From an optimization exercise on the open Yosys and OpenROAD flow, aimed at small area, a short achievable clock period and few clock cycles per item; shortcuts taken in it are not production practice. At most, simulation tests tie the RTL to the original design; equivalence was not proved. No functional check of the RTL was part of run 2.

==> flow/design.v, too long to show whole: its modules and the start of the top module <==
// module trans_chroma_pipe: 1742 lines
module trans_chroma_pipe (
  input  logic        clk,
  input  logic        rst_n,
  input  logic        in_valid,
  output logic        in_ready,
  input  logic [7:0]  y_in,
  input  logic [15:0] c_in,
  output logic [7:0]  lut_y,
  output logic        lut_rd_en,
  input  logic [39:0] lut_mean,
  input  logic [39:0] lut_width,
  output logic        out_valid,
  input  logic        out_ready,
  output logic [39:0] out_data
);
  // ...
==> flow/flow/run.sh <==
#!/bin/bash
# The standard layout with two changes:
#  - synthesis skips the ABC pass of Yosys's generic "synth" fine stage, so the
#    full adders are extracted from the RTL's own XOR/majority structure
#    (registers are untouched; ORFS's own ABC mapping still runs afterwards);
#  - the port buffers buffer_ports inserts are plain buf_1 cells.
set -euo pipefail
bash standard.sh SYNTH_ARGS=-noabc BUFFER_PORTS_ARGS="-buffer_cell sky130_fd_sc_hd__buf_1" finish > standard.log 2>&1
==> flow/standard.sh <==
#!/bin/bash
# synth_recipe.tcl (not shown) runs the flow's synth.tcl, then flattens the netlist and writes it again
# the make line also repeats each setting of config.mk as NAME=value (left out here)
make -C /OpenROAD-flow-scripts/flow DESIGN_CONFIG=/design/flow/config.mk WORK_HOME=/design/flow/orfs CLKGATE_MAP_FILE= SYNTH_SCRIPT=/design/flow/synth_recipe.tcl "${@:-finish}"
==> flow/config.mk <==
export PLATFORM = sky130hd
export DESIGN_NAME = trans_chroma_pipe
export DESIGN_NICKNAME = trans_chroma_pipe
export VERILOG_FILES = /design/flow/design.v
export SDC_FILE = /design/flow/constraint.sdc
export NUM_CORES = 4
export LEC_CHECK = 0
export CAP_MARGIN = 20
export CORE_MARGIN = 2
export CORE_UTILIZATION = 40
export SETUP_SLACK_MARGIN = 3.5
export SLEW_MARGIN = 20
==> flow/constraint.sdc <==
create_clock -name core_clock -period 7.0 [get_ports {clk}]
set_input_delay 1.4000 -clock core_clock [delete_from_list [all_inputs] [get_ports {clk}]]
set_output_delay 1.4000 -clock core_clock [all_outputs]
set_load 0.01 [all_outputs]
==> reports/metrics.yaml, run 1 <==
wl_met2_mm: 28.64
layout.nonclk_buf_share_pct: 5.601
grt_pass1_vias: 18040
slowest_delay_ns: 0.63
fin_ws_ns: 3.576
multi_input_area_um2: 15900
layout_common_cells: "xnor2_1, a22oi_1, edfxtp_1"
largest_reg_flops: 40
hpwlAfterDp_mm: 43.02
worst_pin_slew_ns: 1.082
cts_resized: 1
hold_path.class: "reg -> reg"
grt_setup_unrepaired: "yes"
yosys.cell_types.count: 77
wirelength_mm: 63.12
holdBufCountCts: 0
multi_input_area_share_pct: 56.31
outcome: "timing/DRC/antenna clean"
worstPathArrival_ns: 3.73
comb.multi_input.count: 1670
dominant_cells: "multi-input gates"
cts_tree: "built"
synth_xor_area_share_pct: 15.25
critPathRequiredTime_ns: 7.30
largest_register: "out_q"
start_util_pct: 40.30
met2_usage_pct: 29.59
cpMostUsedCell: "fa_1"
vias: 17660
Testbench counts, summed over its fixed seeds: cycles 16,032, pixels 16,000.
==> run 2, diff against run 1 <==
--- a/flow/design.v
+++ b/flow/design.v
@@ -24,7 +24,6 @@
   logic [9:0] negq0;
   logic [19:0] raq0;
   logic [19:0] rbq0;
-  logic [19:0] rcq0;
   logic lcq0;
   logic [19:0] dq1;
   logic [9:0] oneq1;
@@ -32,7 +31,6 @@
   logic [9:0] negq1;
   logic [19:0] raq1;
   logic [19:0] rbq1;
-  logic [19:0] rcq1;
   logic lcq1;
   logic [19:0] me0;
   logic [19:0] we0;
@@ -348,11 +346,9 @@
   logic k0_296;
   logic [27:0] ra0;
   logic [27:0] rb0;
-  logic [27:0] rc0;
   logic lc0;
   logic [19:0] res0;
-  logic [19:0] fs0;
-  logic [19:0] fk0;
+  logic [20:0] sx0;
   logic [19:0] me1;
   logic [19:0] we1;
   logic [19:0] d1;
@@ -667,11 +663,9 @@
   logic k1_592;
   logic [27:0] ra1;
   logic [27:0] rb1;
-  logic [27:0] rc1;
   logic lc1;
   logic [19:0] res1;
-  logic [19:0] fs1;
-  logic [19:0] fk1;
+  logic [20:0] sx1;
   assign stall     = v_q[3] & ~out_ready;
   assign in_ready  = ~v_q[3] | out_ready | ~in_valid;
   assign lut_rd_en = ~v_q[3] | out_ready | ~v_q[0];
@@ -922,8 +916,7 @@
   assign pp0_9[19] = ((oneq0[9] & dq0[19]) | (twoq0[9] & dq0[18])) ^ negq0[9];
   assign pp0_9[20] = ((oneq0[9] & dq0[19]) | (twoq0[9] & dq0[19])) ^ negq0[9];
   assign {k0_2, s0_1} = {1'b0, 1'b1} + {1'b0, negq0[8]} + {1'b0, pp0_0[16]};
-  assign s0_3 = pp0_0[17] ^ pp0_1[15];
-  assign k0_4 = pp0_0[17] & pp0_1[15];
+  assign {k0_4, s0_3} = {1'b0, pp0_0[17]} + {1'b0, pp0_1[15]} + {1'b0, pp0_2[13]};
   assign {k0_6, s0_5} = {1'b0, 1'b1} + {1'b0, negq0[9]} + {1'b0, pp0_0[18]};
   assign {k0_8, s0_7} = {1'b0, pp0_1[16]} + {1'b0, pp0_2[14]} + {1'b0, pp0_3[12]};
   assign {k0_10, s0_9} = {1'b0, 1'b1} + {1'b0, pp0_0[19]} + {1'b0, pp0_1[17]};
@@ -931,22 +924,16 @@
   assign {k0_14, s0_13} = {1'b0, 1'b1} + {1'b0, ~pp0_0[20]} + {1'b0, pp0_1[18]};
   assign {k0_16, s0_15} = {1'b0, pp0_2[16]} + {1'b0, pp0_3[14]} + {1'b0, pp0_4[12]};
   assign {k0_18, s0_17} = {1'b0, pp0_1[19]} + {1'b0, pp0_2[17]} + {1'b0, pp0_3[15]};
-  assign s0_19 = ~pp0_1[20] ^ pp0_2[18];
-  assign k0_20 = ~pp0_1[20] & pp0_2[18];
-  assign s0_21 = negq0[5] ^ pp0_0[10];
-  assign k0_22 = negq0[5] & pp0_0[10];
-  assign s0_23 = pp0_0[11] ^ pp0_1[9];
-  assign k0_24 = pp0_0[11] & pp0_1[9];
+  assign {k0_20, s0_19} = {1'b0, ~pp0_1[20]} + {1'b0, pp0_2[18]} + {1'b0, pp0_3[16]};
+  assign {k0_22, s0_21} = {1'b0, negq0[5]} + {1'b0, pp0_0[10]} + {1'b0, pp0_1[8]};
+  assign {k0_24, s0_23} = {1'b0, pp0_0[11]} + {1'b0, pp0_1[9]} + {1'b0, pp0_2[7]};
   assign {k0_26, s0_25} = {1'b0, negq0[6]} + {1'b0, pp0_0[12]} + {1'b0, pp0_1[10]};
-  assign s0_27 = pp0_2[8] ^ pp0_3[6];
-  assign k0_28 = pp0_2[8] & pp0_3[6];
+  assign {k0_28, s0_27} = {1'b0, pp0_2[8]} + {1'b0, pp0_3[6]} + {1'b0, pp0_4[4]};
   assign {k0_30, s0_29} = {1'b0, pp0_0[13]} + {1'b0, pp0_1[11]} + {1'b0, pp0_2[9]};
-  assign s0_31 = pp0_3[7] ^ pp0_4[5];
-  assign k0_32 = pp0_3[7] & pp0_4[5];
+  assign {k0_32, s0_31} = {1'b0, pp0_3[7]} + {1'b0, pp0_4[5]} + {1'b0, pp0_5[3]};
   assign {k0_34, s0_33} = {1'b0, negq0[7]} + {1'b0, pp0_0[14]} + {1'b0, pp0_1[12]};
   assign {k0_36, s0_35} = {1'b0, pp0_2[10]} + {1'b0, pp0_3[8]} + {1'b0, pp0_4[6]};
-  assign s0_37 = pp0_5[4] ^ pp0_6[2];
-  assign k0_38 = pp0_5[4] & pp0_6[2];
+  assign {k0_38, s0_37} = {1'b0, pp0_5[4]} + {1'b0, pp0_6[2]} + {1'b0, pp0_7[0]};
   assign {k0_40, s0_39} = {1'b0, pp0_0[15]} + {1'b0, pp0_1[13]} + {1'b0, pp0_2[11]};
   assign {k0_42, s0_41} = {1'b0, pp0_3[9]} + {1'b0, pp0_4[7]} + {1'b0, pp0_5[5]};
   assign s0_43 = pp0_6[3] ^ pp0_7[1];
@@ -954,9 +941,10 @@
   assign {k0_46, s0_45} = {1'b0, pp0_1[14]} + {1'b0, pp0_2[12]} + {1'b0, pp0_3[10]};
   assign {k0_48, s0_47} = {1'b0, pp0_4[8]} + {1'b0, pp0_5[6]} + {1'b0, pp0_6[4]};
   assign {k0_50, s0_49} = {1'b0, pp0_7[2]} + {1'b0, pp0_8[0]} + {1'b0, s0_1};
-  assign {k0_52, s0_51} = {1'b0, pp0_2[13]} + {1'b0, pp0_3[11]} + {1'b0, pp0_4[9]};
-  assign {k0_54, s0_53} = {1'b0, pp0_5[7]} + {1'b0, pp0_6[5]} + {1'b0, pp0_7[3]};
-  assign {k0_56, s0_55} = {1'b0, pp0_8[1]} + {1'b0, s0_3} + {1'b0, k0_2};
+  assign {k0_52, s0_51} = {1'b0, pp0_3[11]} + {1'b0, pp0_4[9]} + {1'b0, pp0_5[7]};
+  assign {k0_54, s0_53} = {1'b0, pp0_6[5]} + {1'b0, pp0_7[3]} + {1'b0, pp0_8[1]};
+  assign s0_55 = k0_2 ^ s0_3;
+  assign k0_56 = k0_2 & s0_3;
   assign {k0_58, s0_57} = {1'b0, pp0_4[10]} + {1'b0, pp0_5[8]} + {1'b0, pp0_6[6]};
   assign {k0_60, s0_59} = {1'b0, pp0_7[4]} + {1'b0, pp0_8[2]} + {1'b0, pp0_9[0]};
   assign {k0_62, s0_61} = {1'b0, k0_4} + {1'b0, s0_5} + {1'b0, s0_7};
@@ -969,9 +957,10 @@
   assign {k0_76, s0_75} = {1'b0, pp0_4[13]} + {1'b0, pp0_5[11]} + {1'b0, pp0_6[9]};
   assign {k0_78, s0_77} = {1'b0, pp0_7[7]} + {1'b0, pp0_8[5]} + {1'b0, pp0_9[3]};
   assign {k0_80, s0_79} = {1'b0, k0_14} + {1'b0, k0_16} + {1'b0, s0_17};
-  assign {k0_82, s0_81} = {1'b0, pp0_3[16]} + {1'b0, pp0_4[14]} + {1'b0, pp0_5[12]};
-  assign {k0_84, s0_83} = {1'b0, pp0_6[10]} + {1'b0, pp0_7[8]} + {1'b0, pp0_8[6]};
-  assign {k0_86, s0_85} = {1'b0, pp0_9[4]} + {1'b0, s0_19} + {1'b0, k0_18};
+  assign {k0_82, s0_81} = {1'b0, pp0_4[14]} + {1'b0, pp0_5[12]} + {1'b0, pp0_6[10]};
+  assign {k0_84, s0_83} = {1'b0, pp0_7[8]} + {1'b0, pp0_8[6]} + {1'b0, pp0_9[4]};
+  assign s0_85 = k0_18 ^ s0_19;
+  assign k0_86 = k0_18 & s0_19;
   assign {k0_88, s0_87} = {1'b0, pp0_2[19]} + {1'b0, pp0_3[17]} + {1'b0, pp0_4[15]};
   assign {k0_90, s0_89} = {1'b0, pp0_5[13]} + {1'b0, pp0_6[11]} + {1'b0, pp0_7[9]};
   assign {k0_92, s0_91} = {1'b0, pp0_8[7]} + {1'b0, pp0_9[5]} + {1'b0, k0_20};
@@ -985,34 +974,35 @@
   assign {k0_106, s0_105} = {1'b0, ~pp0_3[20]} + {1'b0, pp0_4[18]} + {1'b0, pp0_5[16]};
   assign {k0_108, s0_107} = {1'b0, pp0_6[14]} + {1'b0, pp0_7[12]} + {1'b0, pp0_8[10]};
   assign {k0_110, s0_109} = {1'b0, 1'b1} + {1'b0, pp0_4[19]} + {1'b0, pp0_5[17]};
-  assign s0_111 = pp0_6[15] ^ pp0_7[13];
-  assign k0_112 = pp0_6[15] & pp0_7[13];
-  assign s0_113 = negq0[3] ^ pp0_0[6];
-  assign k0_114 = negq0[3] & pp0_0[6];
-  assign s0_115 = pp0_0[7] ^ pp0_1[5];
-  assign k0_116 = pp0_0[7] & pp0_1[5];
+  assign {k0_112, s0_111} = {1'b0, pp0_6[15]} + {1'b0, pp0_7[13]} + {1'b0, pp0_8[11]};
+  assign {k0_114, s0_113} = {1'b0, negq0[3]} + {1'b0, pp0_0[6]} + {1'b0, pp0_1[4]};
+  assign {k0_116, s0_115} = {1'b0, pp0_0[7]} + {1'b0, pp0_1[5]} + {1'b0, pp0_2[3]};
   assign {k0_118, s0_117} = {1'b0, negq0[4]} + {1'b0, pp0_0[8]} + {1'b0, pp0_1[6]};
-  assign s0_119 = pp0_2[4] ^ pp0_3[2];
-  assign k0_120 = pp0_2[4] & pp0_3[2];
+  assign {k0_120, s0_119} = {1'b0, pp0_2[4]} + {1'b0, pp0_3[2]} + {1'b0, pp0_4[0]};
   assign {k0_122, s0_121} = {1'b0, pp0_0[9]} + {1'b0, pp0_1[7]} + {1'b0, pp0_2[5]};
   assign s0_123 = pp0_3[3] ^ pp0_4[1];
   assign k0_124 = pp0_3[3] & pp0_4[1];
-  assign {k0_126, s0_125} = {1'b0, pp0_1[8]} + {1'b0, pp0_2[6]} + {1'b0, pp0_3[4]};
-  assign {k0_128, s0_127} = {1'b0, pp0_4[2]} + {1'b0, pp0_5[0]} + {1'b0, s0_21};
-  assign {k0_130, s0_129} = {1'b0, pp0_2[7]} + {1'b0, pp0_3[5]} + {1'b0, pp0_4[3]};
-  assign {k0_132, s0_131} = {1'b0, pp0_5[1]} + {1'b0, k0_22} + {1'b0, s0_23};
-  assign {k0_134, s0_133} = {1'b0, pp0_4[4]} + {1'b0, pp0_5[2]} + {1'b0, pp0_6[0]};
-  assign {k0_136, s0_135} = {1'b0, k0_24} + {1'b0, s0_27} + {1'b0, s0_25};
-  assign {k0_138, s0_137} = {1'b0, pp0_5[3]} + {1'b0, pp0_6[1]} + {1'b0, k0_28};
-  assign {k0_140, s0_139} = {1'b0, s0_31} + {1'b0, k0_26} + {1'b0, s0_29};
-  assign {k0_142, s0_141} = {1'b0, pp0_7[0]} + {1'b0, k0_32} + {1'b0, s0_37};
-  assign {k0_144, s0_143} = {1'b0, k0_30} + {1'b0, s0_33} + {1'b0, s0_35};
-  assign {k0_146, s0_145} = {1'b0, k0_38} + {1'b0, s0_43} + {1'b0, k0_34};
-  assign {k0_148, s0_147} = {1'b0, k0_36} + {1'b0, s0_39} + {1'b0, s0_41};
+  assign {k0_126, s0_125} = {1'b0, pp0_2[6]} + {1'b0, pp0_3[4]} + {1'b0, pp0_4[2]};
+  assign s0_127 = pp0_5[0] ^ s0_21;
+  assign k0_128 = pp0_5[0] & s0_21;
+  assign {k0_130, s0_129} = {1'b0, pp0_3[5]} + {1'b0, pp0_4[3]} + {1'b0, pp0_5[1]};
+  assign s0_131 = k0_22 ^ s0_23;
+  assign k0_132 = k0_22 & s0_23;
+  assign {k0_134, s0_133} = {1'b0, pp0_5[2]} + {1'b0, pp0_6[0]} + {1'b0, k0_24};
+  assign s0_135 = s0_25 ^ s0_27;
+  assign k0_136 = s0_25 & s0_27;
+  assign {k0_138, s0_137} = {1'b0, pp0_6[1]} + {1'b0, k0_26} + {1'b0, k0_28};
+  assign s0_139 = s0_29 ^ s0_31;
+  assign k0_140 = s0_29 & s0_31;
+  assign {k0_142, s0_141} = {1'b0, k0_30} + {1'b0, k0_32} + {1'b0, s0_33};
+  assign s0_143 = s0_35 ^ s0_37;
+  assign k0_144 = s0_35 & s0_37;
+  assign {k0_146, s0_145} = {1'b0, s0_43} + {1'b0, k0_34} + {1'b0, k0_36};
+  assign {k0_148, s0_147} = {1'b0, k0_38} + {1'b0, s0_39} + {1'b0, s0_41};
   assign {k0_150, s0_149} = {1'b0, k0_44} + {1'b0, k0_40} + {1'b0, k0_42};
   assign {k0_152, s0_151} = {1'b0, s0_45} + {1'b0, s0_47} + {1'b0, s0_49};
   assign {k0_154, s0_153} = {1'b0, k0_46} + {1'b0, k0_48} + {1'b0, s0_51};
-  assign {k0_156, s0_155} = {1'b0, s0_53} + {1'b0, k0_50} + {1'b0, s0_55};
+  assign {k0_156, s0_155} = {1'b0, s0_53} + {1'b0, s0_55} + {1'b0, k0_50};
   assign {k0_158, s0_157} = {1'b0, k0_52} + {1'b0, k0_54} + {1'b0, s0_57};
   assign {k0_160, s0_159} = {1'b0, s0_59} + {1'b0, k0_56} + {1'b0, s0_61};
   assign {k0_162, s0_161} = {1'b0, k0_58} + {1'b0, k0_60} + {1'b0, s0_63};
@@ -1022,31 +1012,30 @@
   assign {k0_170, s0_169} = {1'b0, k0_70} + {1'b0, s0_75} + {1'b0, s0_77};
   assign {k0_172, s0_171} = {1'b0, k0_72} + {1'b0, k0_74} + {1'b0, s0_79};
   assign {k0_174, s0_173} = {1'b0, k0_76} + {1'b0, k0_78} + {1'b0, s0_81};
-  assign {k0_176, s0_175} = {1'b0, s0_83} + {1'b0, k0_80} + {1'b0, s0_85};
+  assign {k0_176, s0_175} = {1'b0, s0_83} + {1'b0, s0_85} + {1'b0, k0_80};
   assign {k0_178, s0_177} = {1'b0, k0_82} + {1'b0, k0_84} + {1'b0, s0_87};
-  assign {k0_180, s0_179} = {1'b0, s0_89} + {1'b0, s0_91} + {1'b0, k0_86};
+  assign {k0_180, s0_179} = {1'b0, s0_89} + {1'b0, k0_86} + {1'b0, s0_91};
   assign {k0_182, s0_181} = {1'b0, k0_88} + {1'b0, k0_90} + {1'b0, s0_93};
   assign {k0_184, s0_183} = {1'b0, s0_95} + {1'b0, s0_97} + {1'b0, k0_92};
   assign {k0_186, s0_185} = {1'b0, s0_103} + {1'b0, k0_94} + {1'b0, k0_96};
   assign {k0_188, s0_187} = {1'b0, k0_98} + {1'b0, s0_99} + {1'b0, s0_101};
   assign {k0_190, s0_189} = {1'b0, pp0_9[8]} + {1'b0, k0_104} + {1'b0, k0_100};
   assign {k0_192, s0_191} = {1'b0, k0_102} + {1'b0, s0_105} + {1'b0, s0_107};
-  assign {k0_194, s0_193} = {1'b0, pp0_8[11]} + {1'b0, pp0_9[9]} + {1'b0, s0_111};
-  assign {k0_196, s0_195} = {1'b0, k0_106} + {1'b0, k0_108} + {1'b0, s0_109};
-  assign s0_197 = negq0[2] ^ pp0_0[4];
-  assign k0_198 = negq0[2] & pp0_0[4];
-  assign s0_199 = pp0_0[5] ^ pp0_1[3];
-  assign k0_200 = pp0_0[5] & pp0_1[3];
-  assign {k0_202, s0_201} = {1'b0, pp0_1[4]} + {1'b0, pp0_2[2]} + {1'b0, pp0_3[0]};
-  assign {k0_204, s0_203} = {1'b0, pp0_2[3]} + {1'b0, pp0_3[1]} + {1'b0, k0_114};
-  assign {k0_206, s0_205} = {1'b0, pp0_4[0]} + {1'b0, k0_116} + {1'b0, s0_119};
-  assign {k0_208, s0_207} = {1'b0, k0_120} + {1'b0, s0_123} + {1'b0, k0_118};
+  assign {k0_194, s0_193} = {1'b0, pp0_9[9]} + {1'b0, k0_106} + {1'b0, k0_108};
+  assign s0_195 = s0_109 ^ s0_111;
+  assign k0_196 = s0_109 & s0_111;
+  assign {k0_198, s0_197} = {1'b0, negq0[2]} + {1'b0, pp0_0[4]} + {1'b0, pp0_1[2]};
+  assign {k0_200, s0_199} = {1'b0, pp0_0[5]} + {1'b0, pp0_1[3]} + {1'b0, pp0_2[1]};
+  assign {k0_202, s0_201} = {1'b0, pp0_2[2]} + {1'b0, pp0_3[0]} + {1'b0, s0_113};
+  assign {k0_204, s0_203} = {1'b0, pp0_3[1]} + {1'b0, k0_114} + {1'b0, s0_115};
+  assign {k0_206, s0_205} = {1'b0, k0_116} + {1'b0, s0_117} + {1'b0, s0_119};
+  assign {k0_208, s0_207} = {1'b0, s0_123} + {1'b0, k0_118} + {1'b0, k0_120};
   assign {k0_210, s0_209} = {1'b0, k0_124} + {1'b0, k0_122} + {1'b0, s0_125};
   assign {k0_212, s0_211} = {1'b0, k0_126} + {1'b0, s0_129} + {1'b0, k0_128};
-  assign {k0_214, s0_213} = {1'b0, k0_130} + {1'b0, s0_133} + {1'b0, k0_132};
-  assign {k0_216, s0_215} = {1'b0, k0_134} + {1'b0, s0_137} + {1'b0, k0_136};
-  assign {k0_218, s0_217} = {1'b0, k0_138} + {1'b0, s0_141} + {1'b0, k0_140};
-  assign {k0_220, s0_219} = {1'b0, k0_142} + {1'b0, k0_144} + {1'b0, s0_145};
+  assign {k0_214, s0_213} = {1'b0, k0_130} + {1'b0, k0_132} + {1'b0, s0_135};
+  assign {k0_216, s0_215} = {1'b0, k0_136} + {1'b0, s0_139} + {1'b0, k0_134};
+  assign {k0_218, s0_217} = {1'b0, k0_140} + {1'b0, s0_143} + {1'b0, k0_138};
+  assign {k0_220, s0_219} = {1'b0, k0_144} + {1'b0, k0_142} + {1'b0, s0_145};
   assign {k0_222, s0_221} = {1'b0, k0_146} + {1'b0, k0_148} + {1'b0, s0_149};
   assign {k0_224, s0_223} = {1'b0, k0_150} + {1'b0, s0_153} + {1'b0, k0_152};
   assign {k0_226, s0_225} = {1'b0, k0_154} + {1'b0, s0_157} + {1'b0, k0_156};
@@ -1055,146 +1044,101 @@
   assign {k0_232, s0_231} = {1'b0, s0_169} + {1'b0, k0_166} + {1'b0, k0_168};
   assign {k0_234, s0_233} = {1'b0, k0_170} + {1'b0, s0_173} + {1'b0, k0_172};
   assign {k0_236, s0_235} = {1'b0, k0_174} + {1'b0, s0_177} + {1'b0, k0_176};
-  assign {k0_238, s0_237} = {1'b0, k0_178} + {1'b0, s0_181} + {1'b0, s0_183};
+  assign {k0_238, s0_237} = {1'b0, k0_178} + {1'b0, s0_181} + {1'b0, k0_180};
   assign {k0_240, s0_239} = {1'b0, k0_182} + {1'b0, s0_185} + {1'b0, s0_187};
   assign {k0_242, s0_241} = {1'b0, k0_186} + {1'b0, k0_188} + {1'b0, s0_189};
-  assign {k0_244, s0_243} = {1'b0, s0_193} + {1'b0, k0_190} + {1'b0, k0_192};
-  assign s0_245 = negq0[1] ^ pp0_0[2];
-  assign k0_246 = negq0[1] & pp0_0[2];
+  assign {k0_244, s0_243} = {1'b0, s0_195} + {1'b0, k0_190} + {1'b0, k0_192};
+  assign {k0_246, s0_245} = {1'b0, negq0[1]} + {1'b0, pp0_0[2]} + {1'b0, pp0_1[0]};
   assign s0_247 = pp0_0[3] ^ pp0_1[1];
   assign k0_248 = pp0_0[3] & pp0_1[1];
-  assign {k0_250, s0_249} = {1'b0, pp0_1[2]} + {1'b0, pp0_2[0]} + {1'b0, s0_197};
-  assign {k0_252, s0_251} = {1'b0, pp0_2[1]} + {1'b0, k0_198} + {1'b0, s0_199};
-  assign {k0_254, s0_253} = {1'b0, k0_200} + {1'b0, s0_113} + {1'b0, s0_201};
-  assign {k0_256, s0_255} = {1'b0, s0_115} + {1'b0, k0_202} + {1'b0, s0_203};
-  assign s0_257 = s0_117 ^ k0_204;
-  assign k0_258 = s0_117 & k0_204;
-  assign s0_259 = s0_121 ^ k0_206;
-  assign k0_260 = s0_121 & k0_206;
-  assign s0_261 = s0_127 ^ k0_208;
-  assign k0_262 = s0_127 & k0_208;
-  assign s0_263 = s0_131 ^ k0_210;
-  assign k0_264 = s0_131 & k0_210;
-  assign s0_265 = s0_135 ^ k0_212;
-  assign k0_266 = s0_135 & k0_212;
-  assign s0_267 = s0_139 ^ k0_214;
-  assign k0_268 = s0_139 & k0_214;
-  assign s0_269 = s0_143 ^ k0_216;
-  assign k0_270 = s0_143 & k0_216;
-  assign s0_271 = s0_147 ^ k0_218;
-  assign k0_272 = s0_147 & k0_218;
-  assign s0_273 = k0_220 ^ s0_221;
-  assign k0_274 = k0_220 & s0_221;
-  assign s0_275 = k0_222 ^ s0_155;
-  assign k0_276 = k0_222 & s0_155;
-  assign s0_277 = s0_159 ^ k0_224;
-  assign k0_278 = s0_159 & k0_224;
-  assign s0_279 = s0_163 ^ k0_226;
-  assign k0_280 = s0_163 & k0_226;
-  assign s0_281 = s0_167 ^ k0_228;
-  assign k0_282 = s0_167 & k0_228;
-  assign s0_283 = s0_171 ^ k0_230;
-  assign k0_284 = s0_171 & k0_230;
-  assign s0_285 = s0_175 ^ k0_232;
-  assign k0_286 = s0_175 & k0_232;
-  assign s0_287 = s0_179 ^ k0_234;
-  assign k0_288 = s0_179 & k0_234;
-  assign s0_289 = k0_180 ^ s0_237;
-  assign k0_290 = k0_180 & s0_237;
-  assign s0_291 = k0_184 ^ s0_239;
-  assign k0_292 = k0_184 & s0_239;
-  assign s0_293 = s0_191 ^ k0_240;
-  assign k0_294 = s0_191 & k0_240;
-  assign s0_295 = s0_195 ^ k0_242;
-  assign k0_296 = s0_195 & k0_242;
+  assign s0_249 = pp0_2[0] ^ s0_197;
+  assign k0_250 = pp0_2[0] & s0_197;
+  assign s0_251 = k0_198 ^ s0_199;
+  assign k0_252 = k0_198 & s0_199;
+  assign s0_253 = k0_200 ^ s0_201;
+  assign k0_254 = k0_200 & s0_201;
+  assign s0_255 = k0_202 ^ s0_203;
+  assign k0_256 = k0_202 & s0_203;
+  assign s0_257 = k0_204 ^ s0_205;
+  assign k0_258 = k0_204 & s0_205;
+  assign {k0_260, s0_259} = {1'b0, s0_121} + {1'b0, k0_206} + {1'b0, s0_207};
+  assign {k0_262, s0_261} = {1'b0, s0_127} + {1'b0, k0_208} + {1'b0, s0_209};
+  assign {k0_264, s0_263} = {1'b0, s0_131} + {1'b0, k0_210} + {1'b0, s0_211};
+  assign {k0_266, s0_265} = {1'b0, s0_133} + {1'b0, k0_212} + {1'b0, s0_213};
+  assign {k0_268, s0_267} = {1'b0, s0_137} + {1'b0, k0_214} + {1'b0, s0_215};
+  assign {k0_270, s0_269} = {1'b0, s0_141} + {1'b0, k0_216} + {1'b0, s0_217};
+  assign {k0_272, s0_271} = {1'b0, s0_147} + {1'b0, k0_218} + {1'b0, s0_219};
+  assign {k0_274, s0_273} = {1'b0, k0_220} + {1'b0, s0_221} + {1'b0, s0_151};
+  assign {k0_276, s0_275} = {1'b0, k0_222} + {1'b0, s0_155} + {1'b0, s0_223};
+  assign {k0_278, s0_277} = {1'b0, s0_159} + {1'b0, k0_224} + {1'b0, s0_225};
+  assign {k0_280, s0_279} = {1'b0, s0_163} + {1'b0, k0_226} + {1'b0, s0_227};
+  assign {k0_282, s0_281} = {1'b0, s0_167} + {1'b0, k0_228} + {1'b0, s0_229};
+  assign {k0_284, s0_283} = {1'b0, s0_171} + {1'b0, k0_230} + {1'b0, s0_231};
+  assign {k0_286, s0_285} = {1'b0, s0_175} + {1'b0, k0_232} + {1'b0, s0_233};
+  assign {k0_288, s0_287} = {1'b0, s0_179} + {1'b0, k0_234} + {1'b0, s0_235};
+  assign {k0_290, s0_289} = {1'b0, s0_183} + {1'b0, k0_236} + {1'b0, s0_237};
+  assign {k0_292, s0_291} = {1'b0, k0_184} + {1'b0, s0_239} + {1'b0, k0_238};
+  assign {k0_294, s0_293} = {1'b0, s0_191} + {1'b0, k0_240} + {1'b0, s0_241};
+  assign {k0_296, s0_295} = {1'b0, s0_193} + {1'b0, k0_242} + {1'b0, s0_243};
   assign ra0[0] = negq0[0];
   assign rb0[0] = pp0_0[0];
-  assign rc0[0] = 1'b0;
   assign ra0[1] = pp0_0[1];
   assign rb0[1] = 1'b0;
-  assign rc0[1] = 1'b0;
   assign ra0[2] = s0_245;
-  assign rb0[2] = pp0_1[0];
-  assign rc0[2] = 1'b0;
+  assign rb0[2] = 1'b0;
   assign ra0[3] = k0_246;
   assign rb0[3] = s0_247;
-  assign rc0[3] = 1'b0;
   assign ra0[4] = k0_248;
   assign rb0[4] = s0_249;
-  assign rc0[4] = 1'b0;
   assign ra0[5] = k0_250;
   assign rb0[5] = s0_251;
-  assign rc0[5] = 1'b0;
   assign ra0[6] = k0_252;
   assign rb0[6] = s0_253;
-  assign rc0[6] = 1'b0;
   assign ra0[7] = k0_254;
   assign rb0[7] = s0_255;
-  assign rc0[7] = 1'b0;
   assign ra0[8] = k0_256;
   assign rb0[8] = s0_257;
-  assign rc0[8] = s0_205;
   assign ra0[9] = k0_258;
   assign rb0[9] = s0_259;
-  assign rc0[9] = s0_207;
   assign ra0[10] = k0_260;
   assign rb0[10] = s0_261;
-  assign rc0[10] = s0_209;
   assign ra0[11] = k0_262;
   assign rb0[11] = s0_263;
-  assign rc0[11] = s0_211;
   assign ra0[12] = k0_264;
   assign rb0[12] = s0_265;
-  assign rc0[12] = s0_213;
   assign ra0[13] = k0_266;
   assign rb0[13] = s0_267;
-  assign rc0[13] = s0_215;
   assign ra0[14] = k0_268;
   assign rb0[14] = s0_269;
-  assign rc0[14] = s0_217;
   assign ra0[15] = k0_270;
   assign rb0[15] = s0_271;
-  assign rc0[15] = s0_219;
   assign ra0[16] = k0_272;
   assign rb0[16] = s0_273;
-  assign rc0[16] = s0_151;
   assign ra0[17] = k0_274;
   assign rb0[17] = s0_275;
-  assign rc0[17] = s0_223;
   assign ra0[18] = k0_276;
   assign rb0[18] = s0_277;
-  assign rc0[18] = s0_225;
   assign ra0[19] = k0_278;
   assign rb0[19] = s0_279;
-  assign rc0[19] = s0_227;
   assign ra0[20] = k0_280;
   assign rb0[20] = s0_281;
-  assign rc0[20] = s0_229;
   assign ra0[21] = k0_282;
   assign rb0[21] = s0_283;
-  assign rc0[21] = s0_231;
   assign ra0[22] = k0_284;
   assign rb0[22] = s0_285;
-  assign rc0[22] = s0_233;
   assign ra0[23] = k0_286;
   assign rb0[23] = s0_287;
-  assign rc0[23] = s0_235;
   assign ra0[24] = k0_288;
   assign rb0[24] = s0_289;
-  assign rc0[24] = k0_236;
   assign ra0[25] = k0_290;
   assign rb0[25] = s0_291;
-  assign rc0[25] = k0_238;
   assign ra0[26] = k0_292;
   assign rb0[26] = s0_293;
-  assign rc0[26] = s0_241;
   assign ra0[27] = k0_294;
   assign rb0[27] = s0_295;
-  assign rc0[27] = s0_243;
   assign lc0 = ({1'b0, ra0[7:0]} + {1'b0, rb0[7:0]}) >> 8;
-  assign fs0 = raq0 ^ rbq0 ^ rcq0;
-  assign fk0 = {(raq0[18:0] & rbq0[18:0]) | (raq0[18:0] & rcq0[18:0]) | (rbq0[18:0] & rcq0[18:0]), lcq0};
-  assign res0 = fs0 + fk0;
+  assign sx0 = {raq0, 1'b1} + {rbq0, lcq0};
+  assign res0 = sx0[20:1];
   assign me1 = p0_q ? 20'h06D00 : lut_mean[20+:20];
   assign we1 = p0_q ? 20'h00100 : lut_width[20+:20];
   assign d1 = {4'b0, c0_q[8+:8], 8'b0} - me1;
@@ -1439,8 +1383,7 @@
   assign pp1_9[19] = ((oneq1[9] & dq1[19]) | (twoq1[9] & dq1[18])) ^ negq1[9];
   assign pp1_9[20] = ((oneq1[9] & dq1[19]) | (twoq1[9] & dq1[19])) ^ negq1[9];
   assign {k1_298, s1_297} = {1'b0, 1'b1} + {1'b0, negq1[8]} + {1'b0, pp1_0[16]};
-  assign s1_299 = pp1_0[17] ^ pp1_1[15];
-  assign k1_300 = pp1_0[17] & pp1_1[15];
+  assign {k1_300, s1_299} = {1'b0, pp1_0[17]} + {1'b0, pp1_1[15]} + {1'b0, pp1_2[13]};
   assign {k1_302, s1_301} = {1'b0, 1'b1} + {1'b0, negq1[9]} + {1'b0, pp1_0[18]};
   assign {k1_304, s1_303} = {1'b0, pp1_1[16]} + {1'b0, pp1_2[14]} + {1'b0, pp1_3[12]};
   assign {k1_306, s1_305} = {1'b0, 1'b1} + {1'b0, pp1_0[19]} + {1'b0, pp1_1[17]};
@@ -1448,22 +1391,16 @@
   assign {k1_310, s1_309} = {1'b0, 1'b1} + {1'b0, ~pp1_0[20]} + {1'b0, pp1_1[18]};
   assign {k1_312, s1_311} = {1'b0, pp1_2[16]} + {1'b0, pp1_3[14]} + {1'b0, pp1_4[12]};
   assign {k1_314, s1_313} = {1'b0, pp1_1[19]} + {1'b0, pp1_2[17]} + {1'b0, pp1_3[15]};
-  assign s1_315 = ~pp1_1[20] ^ pp1_2[18];
-  assign k1_316 = ~pp1_1[20] & pp1_2[18];
-  assign s1_317 = negq1[5] ^ pp1_0[10];
-  assign k1_318 = negq1[5] & pp1_0[10];
-  assign s1_319 = pp1_0[11] ^ pp1_1[9];
-  assign k1_320 = pp1_0[11] & pp1_1[9];
+  assign {k1_316, s1_315} = {1'b0, ~pp1_1[20]} + {1'b0, pp1_2[18]} + {1'b0, pp1_3[16]};
+  assign {k1_318, s1_317} = {1'b0, negq1[5]} + {1'b0, pp1_0[10]} + {1'b0, pp1_1[8]};
+  assign {k1_320, s1_319} = {1'b0, pp1_0[11]} + {1'b0, pp1_1[9]} + {1'b0, pp1_2[7]};
   assign {k1_322, s1_321} = {1'b0, negq1[6]} + {1'b0, pp1_0[12]} + {1'b0, pp1_1[10]};
-  assign s1_323 = pp1_2[8] ^ pp1_3[6];
-  assign k1_324 = pp1_2[8] & pp1_3[6];
+  assign {k1_324, s1_323} = {1'b0, pp1_2[8]} + {1'b0, pp1_3[6]} + {1'b0, pp1_4[4]};
   assign {k1_326, s1_325} = {1'b0, pp1_0[13]} + {1'b0, pp1_1[11]} + {1'b0, pp1_2[9]};
-  assign s1_327 = pp1_3[7] ^ pp1_4[5];
-  assign k1_328 = pp1_3[7] & pp1_4[5];
+  assign {k1_328, s1_327} = {1'b0, pp1_3[7]} + {1'b0, pp1_4[5]} + {1'b0, pp1_5[3]};
   assign {k1_330, s1_329} = {1'b0, negq1[7]} + {1'b0, pp1_0[14]} + {1'b0, pp1_1[12]};
   assign {k1_332, s1_331} = {1'b0, pp1_2[10]} + {1'b0, pp1_3[8]} + {1'b0, pp1_4[6]};
-  assign s1_333 = pp1_5[4] ^ pp1_6[2];
-  assign k1_334 = pp1_5[4] & pp1_6[2];
+  assign {k1_334, s1_333} = {1'b0, pp1_5[4]} + {1'b0, pp1_6[2]} + {1'b0, pp1_7[0]};
   assign {k1_336, s1_335} = {1'b0, pp1_0[15]} + {1'b0, pp1_1[13]} + {1'b0, pp1_2[11]};
   assign {k1_338, s1_337} = {1'b0, pp1_3[9]} + {1'b0, pp1_4[7]} + {1'b0, pp1_5[5]};
   assign s1_339 = pp1_6[3] ^ pp1_7[1];
@@ -1471,9 +1408,10 @@
   assign {k1_342, s1_341} = {1'b0, pp1_1[14]} + {1'b0, pp1_2[12]} + {1'b0, pp1_3[10]};
   assign {k1_344, s1_343} = {1'b0, pp1_4[8]} + {1'b0, pp1_5[6]} + {1'b0, pp1_6[4]};
   assign {k1_346, s1_345} = {1'b0, pp1_7[2]} + {1'b0, pp1_8[0]} + {1'b0, s1_297};
-  assign {k1_348, s1_347} = {1'b0, pp1_2[13]} + {1'b0, pp1_3[11]} + {1'b0, pp1_4[9]};
-  assign {k1_350, s1_349} = {1'b0, pp1_5[7]} + {1'b0, pp1_6[5]} + {1'b0, pp1_7[3]};
-  assign {k1_352, s1_351} = {1'b0, pp1_8[1]} + {1'b0, s1_299} + {1'b0, k1_298};
+  assign {k1_348, s1_347} = {1'b0, pp1_3[11]} + {1'b0, pp1_4[9]} + {1'b0, pp1_5[7]};
+  assign {k1_350, s1_349} = {1'b0, pp1_6[5]} + {1'b0, pp1_7[3]} + {1'b0, pp1_8[1]};
+  assign s1_351 = k1_298 ^ s1_299;
+  assign k1_352 = k1_298 & s1_299;
   assign {k1_354, s1_353} = {1'b0, pp1_4[10]} + {1'b0, pp1_5[8]} + {1'b0, pp1_6[6]};
   assign {k1_356, s1_355} = {1'b0, pp1_7[4]} + {1'b0, pp1_8[2]} + {1'b0, pp1_9[0]};
   assign {k1_358, s1_357} = {1'b0, k1_300} + {1'b0, s1_301} + {1'b0, s1_303};
@@ -1486,9 +1424,10 @@
   assign {k1_372, s1_371} = {1'b0, pp1_4[13]} + {1'b0, pp1_5[11]} + {1'b0, pp1_6[9]};
   assign {k1_374, s1_373} = {1'b0, pp1_7[7]} + {1'b0, pp1_8[5]} + {1'b0, pp1_9[3]};
   assign {k1_376, s1_375} = {1'b0, k1_310} + {1'b0, k1_312} + {1'b0, s1_313};
-  assign {k1_378, s1_377} = {1'b0, pp1_3[16]} + {1'b0, pp1_4[14]} + {1'b0, pp1_5[12]};
-  assign {k1_380, s1_379} = {1'b0, pp1_6[10]} + {1'b0, pp1_7[8]} + {1'b0, pp1_8[6]};
-  assign {k1_382, s1_381} = {1'b0, pp1_9[4]} + {1'b0, s1_315} + {1'b0, k1_314};
+  assign {k1_378, s1_377} = {1'b0, pp1_4[14]} + {1'b0, pp1_5[12]} + {1'b0, pp1_6[10]};
+  assign {k1_380, s1_379} = {1'b0, pp1_7[8]} + {1'b0, pp1_8[6]} + {1'b0, pp1_9[4]};
+  assign s1_381 = k1_314 ^ s1_315;
+  assign k1_382 = k1_314 & s1_315;
   assign {k1_384, s1_383} = {1'b0, pp1_2[19]} + {1'b0, pp1_3[17]} + {1'b0, pp1_4[15]};
   assign {k1_386, s1_385} = {1'b0, pp1_5[13]} + {1'b0, pp1_6[11]} + {1'b0, pp1_7[9]};
   assign {k1_388, s1_387} = {1'b0, pp1_8[7]} + {1'b0, pp1_9[5]} + {1'b0, k1_316};
@@ -1502,34 +1441,35 @@
   assign {k1_402, s1_401} = {1'b0, ~pp1_3[20]} + {1'b0, pp1_4[18]} + {1'b0, pp1_5[16]};
   assign {k1_404, s1_403} = {1'b0, pp1_6[14]} + {1'b0, pp1_7[12]} + {1'b0, pp1_8[10]};
   assign {k1_406, s1_405} = {1'b0, 1'b1} + {1'b0, pp1_4[19]} + {1'b0, pp1_5[17]};
-  assign s1_407 = pp1_6[15] ^ pp1_7[13];
-  assign k1_408 = pp1_6[15] & pp1_7[13];
-  assign s1_409 = negq1[3] ^ pp1_0[6];
-  assign k1_410 = negq1[3] & pp1_0[6];
-  assign s1_411 = pp1_0[7] ^ pp1_1[5];
-  assign k1_412 = pp1_0[7] & pp1_1[5];
+  assign {k1_408, s1_407} = {1'b0, pp1_6[15]} + {1'b0, pp1_7[13]} + {1'b0, pp1_8[11]};
+  assign {k1_410, s1_409} = {1'b0, negq1[3]} + {1'b0, pp1_0[6]} + {1'b0, pp1_1[4]};
+  assign {k1_412, s1_411} = {1'b0, pp1_0[7]} + {1'b0, pp1_1[5]} + {1'b0, pp1_2[3]};
   assign {k1_414, s1_413} = {1'b0, negq1[4]} + {1'b0, pp1_0[8]} + {1'b0, pp1_1[6]};
-  assign s1_415 = pp1_2[4] ^ pp1_3[2];
-  assign k1_416 = pp1_2[4] & pp1_3[2];
+  assign {k1_416, s1_415} = {1'b0, pp1_2[4]} + {1'b0, pp1_3[2]} + {1'b0, pp1_4[0]};
   assign {k1_418, s1_417} = {1'b0, pp1_0[9]} + {1'b0, pp1_1[7]} + {1'b0, pp1_2[5]};
   assign s1_419 = pp1_3[3] ^ pp1_4[1];
   assign k1_420 = pp1_3[3] & pp1_4[1];
-  assign {k1_422, s1_421} = {1'b0, pp1_1[8]} + {1'b0, pp1_2[6]} + {1'b0, pp1_3[4]};
-  assign {k1_424, s1_423} = {1'b0, pp1_4[2]} + {1'b0, pp1_5[0]} + {1'b0, s1_317};
-  assign {k1_426, s1_425} = {1'b0, pp1_2[7]} + {1'b0, pp1_3[5]} + {1'b0, pp1_4[3]};
-  assign {k1_428, s1_427} = {1'b0, pp1_5[1]} + {1'b0, k1_318} + {1'b0, s1_319};
-  assign {k1_430, s1_429} = {1'b0, pp1_4[4]} + {1'b0, pp1_5[2]} + {1'b0, pp1_6[0]};
-  assign {k1_432, s1_431} = {1'b0, k1_320} + {1'b0, s1_323} + {1'b0, s1_321};
-  assign {k1_434, s1_433} = {1'b0, pp1_5[3]} + {1'b0, pp1_6[1]} + {1'b0, k1_324};
-  assign {k1_436, s1_435} = {1'b0, s1_327} + {1'b0, k1_322} + {1'b0, s1_325};
-  assign {k1_438, s1_437} = {1'b0, pp1_7[0]} + {1'b0, k1_328} + {1'b0, s1_333};
-  assign {k1_440, s1_439} = {1'b0, k1_326} + {1'b0, s1_329} + {1'b0, s1_331};
-  assign {k1_442, s1_441} = {1'b0, k1_334} + {1'b0, s1_339} + {1'b0, k1_330};
-  assign {k1_444, s1_443} = {1'b0, k1_332} + {1'b0, s1_335} + {1'b0, s1_337};
+  assign {k1_422, s1_421} = {1'b0, pp1_2[6]} + {1'b0, pp1_3[4]} + {1'b0, pp1_4[2]};
+  assign s1_423 = pp1_5[0] ^ s1_317;
+  assign k1_424 = pp1_5[0] & s1_317;
+  assign {k1_426, s1_425} = {1'b0, pp1_3[5]} + {1'b0, pp1_4[3]} + {1'b0, pp1_5[1]};
+  assign s1_427 = k1_318 ^ s1_319;
+  assign k1_428 = k1_318 & s1_319;
+  assign {k1_430, s1_429} = {1'b0, pp1_5[2]} + {1'b0, pp1_6[0]} + {1'b0, k1_320};
+  assign s1_431 = s1_321 ^ s1_323;
+  assign k1_432 = s1_321 & s1_323;
+  assign {k1_434, s1_433} = {1'b0, pp1_6[1]} + {1'b0, k1_322} + {1'b0, k1_324};
+  assign s1_435 = s1_325 ^ s1_327;
+  assign k1_436 = s1_325 & s1_327;
+  assign {k1_438, s1_437} = {1'b0, k1_326} + {1'b0, k1_328} + {1'b0, s1_329};
+  assign s1_439 = s1_331 ^ s1_333;
+  assign k1_440 = s1_331 & s1_333;
+  assign {k1_442, s1_441} = {1'b0, s1_339} + {1'b0, k1_330} + {1'b0, k1_332};
+  assign {k1_444, s1_443} = {1'b0, k1_334} + {1'b0, s1_335} + {1'b0, s1_337};
   assign {k1_446, s1_445} = {1'b0, k1_340} + {1'b0, k1_336} + {1'b0, k1_338};
   assign {k1_448, s1_447} = {1'b0, s1_341} + {1'b0, s1_343} + {1'b0, s1_345};
   assign {k1_450, s1_449} = {1'b0, k1_342} + {1'b0, k1_344} + {1'b0, s1_347};
-  assign {k1_452, s1_451} = {1'b0, s1_349} + {1'b0, k1_346} + {1'b0, s1_351};
+  assign {k1_452, s1_451} = {1'b0, s1_349} + {1'b0, s1_351} + {1'b0, k1_346};
   assign {k1_454, s1_453} = {1'b0, k1_348} + {1'b0, k1_350} + {1'b0, s1_353};
   assign {k1_456, s1_455} = {1'b0, s1_355} + {1'b0, k1_352} + {1'b0, s1_357};
   assign {k1_458, s1_457} = {1'b0, k1_354} + {1'b0, k1_356} + {1'b0, s1_359};
@@ -1539,31 +1479,30 @@
   assign {k1_466, s1_465} = {1'b0, k1_366} + {1'b0, s1_371} + {1'b0, s1_373};
   assign {k1_468, s1_467} = {1'b0, k1_368} + {1'b0, k1_370} + {1'b0, s1_375};
   assign {k1_470, s1_469} = {1'b0, k1_372} + {1'b0, k1_374} + {1'b0, s1_377};
-  assign {k1_472, s1_471} = {1'b0, s1_379} + {1'b0, k1_376} + {1'b0, s1_381};
+  assign {k1_472, s1_471} = {1'b0, s1_379} + {1'b0, s1_381} + {1'b0, k1_376};
   assign {k1_474, s1_473} = {1'b0, k1_378} + {1'b0, k1_380} + {1'b0, s1_383};
-  assign {k1_476, s1_475} = {1'b0, s1_385} + {1'b0, s1_387} + {1'b0, k1_382};
+  assign {k1_476, s1_475} = {1'b0, s1_385} + {1'b0, k1_382} + {1'b0, s1_387};
   assign {k1_478, s1_477} = {1'b0, k1_384} + {1'b0, k1_386} + {1'b0, s1_389};
   assign {k1_480, s1_479} = {1'b0, s1_391} + {1'b0, s1_393} + {1'b0, k1_388};
   assign {k1_482, s1_481} = {1'b0, s1_399} + {1'b0, k1_390} + {1'b0, k1_392};
   assign {k1_484, s1_483} = {1'b0, k1_394} + {1'b0, s1_395} + {1'b0, s1_397};
   assign {k1_486, s1_485} = {1'b0, pp1_9[8]} + {1'b0, k1_400} + {1'b0, k1_396};
   assign {k1_488, s1_487} = {1'b0, k1_398} + {1'b0, s1_401} + {1'b0, s1_403};
-  assign {k1_490, s1_489} = {1'b0, pp1_8[11]} + {1'b0, pp1_9[9]} + {1'b0, s1_407};
-  assign {k1_492, s1_491} = {1'b0, k1_402} + {1'b0, k1_404} + {1'b0, s1_405};
-  assign s1_493 = negq1[2] ^ pp1_0[4];
-  assign k1_494 = negq1[2] & pp1_0[4];
-  assign s1_495 = pp1_0[5] ^ pp1_1[3];
-  assign k1_496 = pp1_0[5] & pp1_1[3];
-  assign {k1_498, s1_497} = {1'b0, pp1_1[4]} + {1'b0, pp1_2[2]} + {1'b0, pp1_3[0]};
-  assign {k1_500, s1_499} = {1'b0, pp1_2[3]} + {1'b0, pp1_3[1]} + {1'b0, k1_410};
-  assign {k1_502, s1_501} = {1'b0, pp1_4[0]} + {1'b0, k1_412} + {1'b0, s1_415};
-  assign {k1_504, s1_503} = {1'b0, k1_416} + {1'b0, s1_419} + {1'b0, k1_414};
+  assign {k1_490, s1_489} = {1'b0, pp1_9[9]} + {1'b0, k1_402} + {1'b0, k1_404};
+  assign s1_491 = s1_405 ^ s1_407;
+  assign k1_492 = s1_405 & s1_407;
+  assign {k1_494, s1_493} = {1'b0, negq1[2]} + {1'b0, pp1_0[4]} + {1'b0, pp1_1[2]};
+  assign {k1_496, s1_495} = {1'b0, pp1_0[5]} + {1'b0, pp1_1[3]} + {1'b0, pp1_2[1]};
+  assign {k1_498, s1_497} = {1'b0, pp1_2[2]} + {1'b0, pp1_3[0]} + {1'b0, s1_409};
+  assign {k1_500, s1_499} = {1'b0, pp1_3[1]} + {1'b0, k1_410} + {1'b0, s1_411};
+  assign {k1_502, s1_501} = {1'b0, k1_412} + {1'b0, s1_413} + {1'b0, s1_415};
+  assign {k1_504, s1_503} = {1'b0, s1_419} + {1'b0, k1_414} + {1'b0, k1_416};
   assign {k1_506, s1_505} = {1'b0, k1_420} + {1'b0, k1_418} + {1'b0, s1_421};
   assign {k1_508, s1_507} = {1'b0, k1_422} + {1'b0, s1_425} + {1'b0, k1_424};
-  assign {k1_510, s1_509} = {1'b0, k1_426} + {1'b0, s1_429} + {1'b0, k1_428};
-  assign {k1_512, s1_511} = {1'b0, k1_430} + {1'b0, s1_433} + {1'b0, k1_432};
-  assign {k1_514, s1_513} = {1'b0, k1_434} + {1'b0, s1_437} + {1'b0, k1_436};
-  assign {k1_516, s1_515} = {1'b0, k1_438} + {1'b0, k1_440} + {1'b0, s1_441};
+  assign {k1_510, s1_509} = {1'b0, k1_426} + {1'b0, k1_428} + {1'b0, s1_431};
+  assign {k1_512, s1_511} = {1'b0, k1_432} + {1'b0, s1_435} + {1'b0, k1_430};
+  assign {k1_514, s1_513} = {1'b0, k1_436} + {1'b0, s1_439} + {1'b0, k1_434};
+  assign {k1_516, s1_515} = {1'b0, k1_440} + {1'b0, k1_438} + {1'b0, s1_441};
   assign {k1_518, s1_517} = {1'b0, k1_442} + {1'b0, k1_444} + {1'b0, s1_445};
   assign {k1_520, s1_519} = {1'b0, k1_446} + {1'b0, s1_449} + {1'b0, k1_448};
   assign {k1_522, s1_521} = {1'b0, k1_450} + {1'b0, s1_453} + {1'b0, k1_452};
@@ -1572,146 +1511,101 @@
   assign {k1_528, s1_527} = {1'b0, s1_465} + {1'b0, k1_462} + {1'b0, k1_464};
   assign {k1_530, s1_529} = {1'b0, k1_466} + {1'b0, s1_469} + {1'b0, k1_468};
   assign {k1_532, s1_531} = {1'b0, k1_470} + {1'b0, s1_473} + {1'b0, k1_472};
-  assign {k1_534, s1_533} = {1'b0, k1_474} + {1'b0, s1_477} + {1'b0, s1_479};
+  assign {k1_534, s1_533} = {1'b0, k1_474} + {1'b0, s1_477} + {1'b0, k1_476};
   assign {k1_536, s1_535} = {1'b0, k1_478} + {1'b0, s1_481} + {1'b0, s1_483};
   assign {k1_538, s1_537} = {1'b0, k1_482} + {1'b0, k1_484} + {1'b0, s1_485};
-  assign {k1_540, s1_539} = {1'b0, s1_489} + {1'b0, k1_486} + {1'b0, k1_488};
-  assign s1_541 = negq1[1] ^ pp1_0[2];
-  assign k1_542 = negq1[1] & pp1_0[2];
+  assign {k1_540, s1_539} = {1'b0, s1_491} + {1'b0, k1_486} + {1'b0, k1_488};
+  assign {k1_542, s1_541} = {1'b0, negq1[1]} + {1'b0, pp1_0[2]} + {1'b0, pp1_1[0]};
   assign s1_543 = pp1_0[3] ^ pp1_1[1];
   assign k1_544 = pp1_0[3] & pp1_1[1];
-  assign {k1_546, s1_545} = {1'b0, pp1_1[2]} + {1'b0, pp1_2[0]} + {1'b0, s1_493};
-  assign {k1_548, s1_547} = {1'b0, pp1_2[1]} + {1'b0, k1_494} + {1'b0, s1_495};
-  assign {k1_550, s1_549} = {1'b0, k1_496} + {1'b0, s1_409} + {1'b0, s1_497};
-  assign {k1_552, s1_551} = {1'b0, s1_411} + {1'b0, k1_498} + {1'b0, s1_499};
-  assign s1_553 = s1_413 ^ k1_500;
-  assign k1_554 = s1_413 & k1_500;
-  assign s1_555 = s1_417 ^ k1_502;
-  assign k1_556 = s1_417 & k1_502;
-  assign s1_557 = s1_423 ^ k1_504;
-  assign k1_558 = s1_423 & k1_504;
-  assign s1_559 = s1_427 ^ k1_506;
-  assign k1_560 = s1_427 & k1_506;
-  assign s1_561 = s1_431 ^ k1_508;
-  assign k1_562 = s1_431 & k1_508;
-  assign s1_563 = s1_435 ^ k1_510;
-  assign k1_564 = s1_435 & k1_510;
-  assign s1_565 = s1_439 ^ k1_512;
-  assign k1_566 = s1_439 & k1_512;
-  assign s1_567 = s1_443 ^ k1_514;
-  assign k1_568 = s1_443 & k1_514;
-  assign s1_569 = k1_516 ^ s1_517;
-  assign k1_570 = k1_516 & s1_517;
-  assign s1_571 = k1_518 ^ s1_451;
-  assign k1_572 = k1_518 & s1_451;
-  assign s1_573 = s1_455 ^ k1_520;
-  assign k1_574 = s1_455 & k1_520;
-  assign s1_575 = s1_459 ^ k1_522;
-  assign k1_576 = s1_459 & k1_522;
-  assign s1_577 = s1_463 ^ k1_524;
-  assign k1_578 = s1_463 & k1_524;
-  assign s1_579 = s1_467 ^ k1_526;
-  assign k1_580 = s1_467 & k1_526;
-  assign s1_581 = s1_471 ^ k1_528;
-  assign k1_582 = s1_471 & k1_528;
-  assign s1_583 = s1_475 ^ k1_530;
-  assign k1_584 = s1_475 & k1_530;
-  assign s1_585 = k1_476 ^ s1_533;
-  assign k1_586 = k1_476 & s1_533;
-  assign s1_587 = k1_480 ^ s1_535;
-  assign k1_588 = k1_480 & s1_535;
-  assign s1_589 = s1_487 ^ k1_536;
-  assign k1_590 = s1_487 & k1_536;
-  assign s1_591 = s1_491 ^ k1_538;
-  assign k1_592 = s1_491 & k1_538;
+  assign s1_545 = pp1_2[0] ^ s1_493;
+  assign k1_546 = pp1_2[0] & s1_493;
+  assign s1_547 = k1_494 ^ s1_495;
+  assign k1_548 = k1_494 & s1_495;
+  assign s1_549 = k1_496 ^ s1_497;
+  assign k1_550 = k1_496 & s1_497;
+  assign s1_551 = k1_498 ^ s1_499;
+  assign k1_552 = k1_498 & s1_499;
+  assign s1_553 = k1_500 ^ s1_501;
+  assign k1_554 = k1_500 & s1_501;
+  assign {k1_556, s1_555} = {1'b0, s1_417} + {1'b0, k1_502} + {1'b0, s1_503};
+  assign {k1_558, s1_557} = {1'b0, s1_423} + {1'b0, k1_504} + {1'b0, s1_505};
+  assign {k1_560, s1_559} = {1'b0, s1_427} + {1'b0, k1_506} + {1'b0, s1_507};
+  assign {k1_562, s1_561} = {1'b0, s1_429} + {1'b0, k1_508} + {1'b0, s1_509};
+  assign {k1_564, s1_563} = {1'b0, s1_433} + {1'b0, k1_510} + {1'b0, s1_511};
+  assign {k1_566, s1_565} = {1'b0, s1_437} + {1'b0, k1_512} + {1'b0, s1_513};
+  assign {k1_568, s1_567} = {1'b0, s1_443} + {1'b0, k1_514} + {1'b0, s1_515};
+  assign {k1_570, s1_569} = {1'b0, k1_516} + {1'b0, s1_517} + {1'b0, s1_447};
+  assign {k1_572, s1_571} = {1'b0, k1_518} + {1'b0, s1_451} + {1'b0, s1_519};
+  assign {k1_574, s1_573} = {1'b0, s1_455} + {1'b0, k1_520} + {1'b0, s1_521};
+  assign {k1_576, s1_575} = {1'b0, s1_459} + {1'b0, k1_522} + {1'b0, s1_523};
+  assign {k1_578, s1_577} = {1'b0, s1_463} + {1'b0, k1_524} + {1'b0, s1_525};
+  assign {k1_580, s1_579} = {1'b0, s1_467} + {1'b0, k1_526} + {1'b0, s1_527};
+  assign {k1_582, s1_581} = {1'b0, s1_471} + {1'b0, k1_528} + {1'b0, s1_529};
+  assign {k1_584, s1_583} = {1'b0, s1_475} + {1'b0, k1_530} + {1'b0, s1_531};
+  assign {k1_586, s1_585} = {1'b0, s1_479} + {1'b0, k1_532} + {1'b0, s1_533};
+  assign {k1_588, s1_587} = {1'b0, k1_480} + {1'b0, s1_535} + {1'b0, k1_534};
+  assign {k1_590, s1_589} = {1'b0, s1_487} + {1'b0, k1_536} + {1'b0, s1_537};
+  assign {k1_592, s1_591} = {1'b0, s1_489} + {1'b0, k1_538} + {1'b0, s1_539};
   assign ra1[0] = negq1[0];
   assign rb1[0] = pp1_0[0];
-  assign rc1[0] = 1'b0;
   assign ra1[1] = pp1_0[1];
   assign rb1[1] = 1'b0;
-  assign rc1[1] = 1'b0;
   assign ra1[2] = s1_541;
-  assign rb1[2] = pp1_1[0];
-  assign rc1[2] = 1'b0;
+  assign rb1[2] = 1'b0;
   assign ra1[3] = k1_542;
   assign rb1[3] = s1_543;
-  assign rc1[3] = 1'b0;
   assign ra1[4] = k1_544;
   assign rb1[4] = s1_545;
-  assign rc1[4] = 1'b0;
   assign ra1[5] = k1_546;
   assign rb1[5] = s1_547;
-  assign rc1[5] = 1'b0;
   assign ra1[6] = k1_548;
   assign rb1[6] = s1_549;
-  assign rc1[6] = 1'b0;
   assign ra1[7] = k1_550;
   assign rb1[7] = s1_551;
-  assign rc1[7] = 1'b0;
   assign ra1[8] = k1_552;
   assign rb1[8] = s1_553;
-  assign rc1[8] = s1_501;
   assign ra1[9] = k1_554;
   assign rb1[9] = s1_555;
-  assign rc1[9] = s1_503;
   assign ra1[10] = k1_556;
   assign rb1[10] = s1_557;
-  assign rc1[10] = s1_505;
   assign ra1[11] = k1_558;
   assign rb1[11] = s1_559;
-  assign rc1[11] = s1_507;
   assign ra1[12] = k1_560;
   assign rb1[12] = s1_561;
-  assign rc1[12] = s1_509;
   assign ra1[13] = k1_562;
   assign rb1[13] = s1_563;
-  assign rc1[13] = s1_511;
   assign ra1[14] = k1_564;
   assign rb1[14] = s1_565;
-  assign rc1[14] = s1_513;
   assign ra1[15] = k1_566;
   assign rb1[15] = s1_567;
-  assign rc1[15] = s1_515;
   assign ra1[16] = k1_568;
   assign rb1[16] = s1_569;
-  assign rc1[16] = s1_447;
   assign ra1[17] = k1_570;
   assign rb1[17] = s1_571;
-  assign rc1[17] = s1_519;
   assign ra1[18] = k1_572;
   assign rb1[18] = s1_573;
-  assign rc1[18] = s1_521;
   assign ra1[19] = k1_574;
   assign rb1[19] = s1_575;
-  assign rc1[19] = s1_523;
   assign ra1[20] = k1_576;
   assign rb1[20] = s1_577;
-  assign rc1[20] = s1_525;
   assign ra1[21] = k1_578;
   assign rb1[21] = s1_579;
-  assign rc1[21] = s1_527;
   assign ra1[22] = k1_580;
   assign rb1[22] = s1_581;
-  assign rc1[22] = s1_529;
   assign ra1[23] = k1_582;
   assign rb1[23] = s1_583;
-  assign rc1[23] = s1_531;
   assign ra1[24] = k1_584;
   assign rb1[24] = s1_585;
-  assign rc1[24] = k1_532;
   assign ra1[25] = k1_586;
   assign rb1[25] = s1_587;
-  assign rc1[25] = k1_534;
   assign ra1[26] = k1_588;
   assign rb1[26] = s1_589;
-  assign rc1[26] = s1_537;
   assign ra1[27] = k1_590;
   assign rb1[27] = s1_591;
-  assign rc1[27] = s1_539;
   assign lc1 = ({1'b0, ra1[7:0]} + {1'b0, rb1[7:0]}) >> 8;
-  assign fs1 = raq1 ^ rbq1 ^ rcq1;
-  assign fk1 = {(raq1[18:0] & rbq1[18:0]) | (raq1[18:0] & rcq1[18:0]) | (rbq1[18:0] & rcq1[18:0]), lcq1};
-  assign res1 = fs1 + fk1;
+  assign sx1 = {raq1, 1'b1} + {rbq1, lcq1};
+  assign res1 = sx1[20:1];
   always_ff @(posedge clk or negedge rst_n) begin
     if (!rst_n) v_q <= '0;
     else if (!stall) v_q <= {v_q[2:0], in_valid};
@@ -1726,7 +1620,6 @@
       negq0 <= neg0;
       raq0 <= ra0[27:8];
       rbq0 <= rb0[27:8];
-      rcq0 <= rc0[27:8];
       lcq0 <= lc0;
       dq1 <= d1;
       oneq1 <= one1;
@@ -1734,7 +1627,6 @@
       negq1 <= neg1;
       raq1 <= ra1[27:8];
       rbq1 <= rb1[27:8];
-      rcq1 <= rc1[27:8];
       lcq1 <= lc1;
       out_q <= {res1, res0};
     end
--- a/flow/config.mk
+++ b/flow/config.mk
@@ -8,5 +8,8 @@
 export CAP_MARGIN = 20
 export CORE_MARGIN = 2
 export CORE_UTILIZATION = 40
-export SETUP_SLACK_MARGIN = 3.5
+export CTS_BUF_LIST = sky130_fd_sc_hd__clkbuf_16
+export CTS_CLUSTER_DIAMETER = 150
+export CTS_CLUSTER_SIZE = 24
+export SETUP_SLACK_MARGIN = 3.65
 export SLEW_MARGIN = 20
==> run 2 against run 1 <==
Critical path depth is the same. Still clean on timing, DRC and antenna. Worst hold slack lost 0.023 ns. Synthesized cell count down 4.1%. Final cell count shrank 0.89%. Area after synthesis down 7.4%. Flip-flop and latch count fell by 40. Register-to-register slack worse by 0.12 ns. Count of clock-buffer cells in the layout down 28.
==> reports/metrics.yaml, run 2 <==
outcome: "timing/DRC/antenna clean"
wirelength_mm: 64.63  # +2.4%
detail_route.vias_per_cell: 5.619
wl_met2_mm: 28.98  # +1.2%
vias: 17600  # -0.32%
min_period_ns: 3.543
nets: 2827
syn_area_per_cell_um2: 11.14
antenna_cells: 0
synth-compound-area-share_pct: 15.78
coreArea_um2: 57810
startpoint_type: "flop"
clk_latency_ns: 0.53
synth_flop_cell: "edfxtp_1"
place_inst: 2851
dieHeight_um: 246.2
critical_path_peak_fanout: 7
final_hold_viol_count: 0
worstSetupEndpointType: "flop"
clock_path_buffers: 3
clock_skew_ns: 0.02740
grt_overflow: 0
ant_nets: 0
async_reset_ff_share_pct: 1.646
rows: 88
worstPathArrival_ns: 3.81  # +0.08 ns
yosys.area_share.simple_pct: 5.844
place_congestion: 0.8225
ys_ff_latch: 243
yosys.cell_types.count: 62  # -19%
drc_errors: 0
hold_path.class: "reg -> reg"
synthMuxAreaShare_pct: 0.08531
die_w_um: 246.2
synthTopCellsByArea: "edfxtp_1, fa_1, xnor2_1"
yosysMostFrequentCell: "xnor2_1"
grt_pass1_wl_mm: 99.46
clkSinkCount: 243
multi_input_area_um2: 16130  # +1.4%
root_buffer: "clkbuf_16"
drive_gt1_share_pct: 21.93
htreeDepth: 1
synthToLayoutAreaGrowth_pct: 19.93
fmax_ghz: 0.2822
hpwlAfterDp_mm: 41.22  # -4.2%
synth.top_cells.by_count: "xnor2_1, a22oi_1, fa_1"
yosys.area.top_type: "edfxtp_1"
layout_common_cells: "xnor2_1, a22oi_1, edfxtp_1"
synth-edff-count: 239
synth_top_area_share_pct: 30.58
synth_cells: 2106
cts.clk_slew.worst_paths_ns: 0.09
start_util_pct: 40.60  # +0.29 points
fillers: 5123
max-cap-violations: 0
drv_slew: 0
syn_nets: 2570
hold_slack_ns: 0.4733
final_common_cell: "xnor2_1"
max-slew-margin-rel_pct: 45.67
antenna_found_initial: 2
wl_per_cell_um: 20.63
io_pins: 159
stdcell_count: 3132
cts_buffers: 14
yosys_warnings: 1
worst_pin_slew_ns: 0.8149  # -0.2667 ns
highest_layer: "met5"
io_buffers: 158
synth_top_family_by_area: "adder cells"
track_usage_pct: 20.81
finalSetupTns_ns: 0
register_area_um2: 7277
dieArea_um2: 60620
dr.pass1.iters: 6
synth_xor_area_share_pct: 16.46  # +1.2 points
m1WireLength_mm: 28.52
grt_pass1_vias: 17910  # -0.69%
critPathRequiredTime_ns: 7.26  # -0.04 ns
seq_area_frac_synth_pct: 31.01
met3_wirelength_mm: 4.644
drt-initial-drc-count: 1488
grt_max_degree: 135
synth-adder-area-share_pct: 26.72
setup_viol: 0
largest_reg_flops: 40  # unchanged
critPathKind: "reg -> reg"
grt_setup_unrepaired: "yes"
largest_register: "out_q"
layout_worst_path_cycle_share_pct: 50.62
cts_tree: "built"
syn_area_um2: 23470
==> run 2: logic make-up (layout without fill, tap and decap cells) <==
family,Yosys count,in the layout
AND/OR/NAND/NOR,292,292
flip-flops,243,243
XOR/XNOR,441,441
multiplexers,2,2
AO/OA/AOI/OAI,525,525
buffers and inverters,247,508
adder cells (fa/ha/maj),356,356
==> run 2: path summary, 6_finish.rpt <==
| path | start | end | cells past startpoint | slack (ns) |
|---|---|---|---|---|
| setup / recovery | oneq1[1] | rbq1[14] | 7 | 3.46 |
| hold / removal | v_q[2] | v_q[3] | 1 | 0.47 |
| setup reg to reg | oneq1[1] | rbq1[14] | 7 | 3.46 |
| hold reg to reg | v_q[2] | v_q[3] | 1 | 0.47 |
| max in group asynchronous | rst_n | v_q[1] | 1 | 6.14 |
| min in group asynchronous | rst_n | v_q[0] | 1 | 0.68 |
==> run 2: per-layer routing <==
layer | global-route usage (%) | vias to the layer above
met2 | 32.91 | 719
met3 | 3.148 | 141
met1 | 29.02 | 8779
met5 | 0 | -
li1 | - | 7957
met4 | 7.344 | 4
==> run 2: worst max-delay path, cell delays in order, from the launching register on <==
cell and delay [ns]:
edfxtp_1 0.55, a22oi_2 0.26, xnor2_2 0.10, fa_1 0.59, fa_2 0.46, fa_2 0.37
fa_2 0.55, fa_1 0.41
==> run 2: area by class of cell <==
cell class                      count  share of cell area, %
Multi-Input combinational cell   1616                  57.30
Sequential cell                   243                  25.86
Timing Repair Buffer              437                  11.24
Tap cell                          765                  3.401
Clock buffer                       15                  1.334
Inverter                           51                 0.7114
Clock inverter                      5                 0.1601
==> run 2: timing repair <==
action,CTS,global route
setup endpoints to repair,83,54
pin swaps,53,79
resized for setup,85,114
setup buffers,226,35
hold buffers,0,0
==> run 2: per-stage QoR <==
step                util (%)  cell area (um^2)  setup WS [ns]
floorplan                  -             23910          1.440
global placement       42.52             24580          3.007
detailed placement     42.52             24580          2.885
CTS                    47.33             27360          3.484
global route           48.68             28140          3.376
finish                 48.68             28140          3.457

==> what the ideal ports hide <==
The results above use ideal ports. As a check the final layouts listed here were re-extracted and re-timed, cells and wires unchanged.
Step 1 sets driving cells, clkbuf_16 on the clock port and buf_2 on the other inputs (assumed; they add their load-dependent delay and slew).
Step 2 also shifts input and output timing later by t, the mid clock arrival at the registers, as if the neighbouring blocks saw the same clock.
Slacks: ideal / step 1 / step 2; pairs: ideal / step 1.
run	t, ns	setup WS [ns]	worst data-port slew with drivers (ns)
run 1	0.598	3.576 / 3.576 / 3.423	0.06
run 2	0.574	3.457 / 3.457 / 3.267	0.09
After both steps setup and hold are still met in every run listed. The setup slack of run 2, which loses most, moves by 0.000 ns with the drivers and by -0.190 ns with both steps.
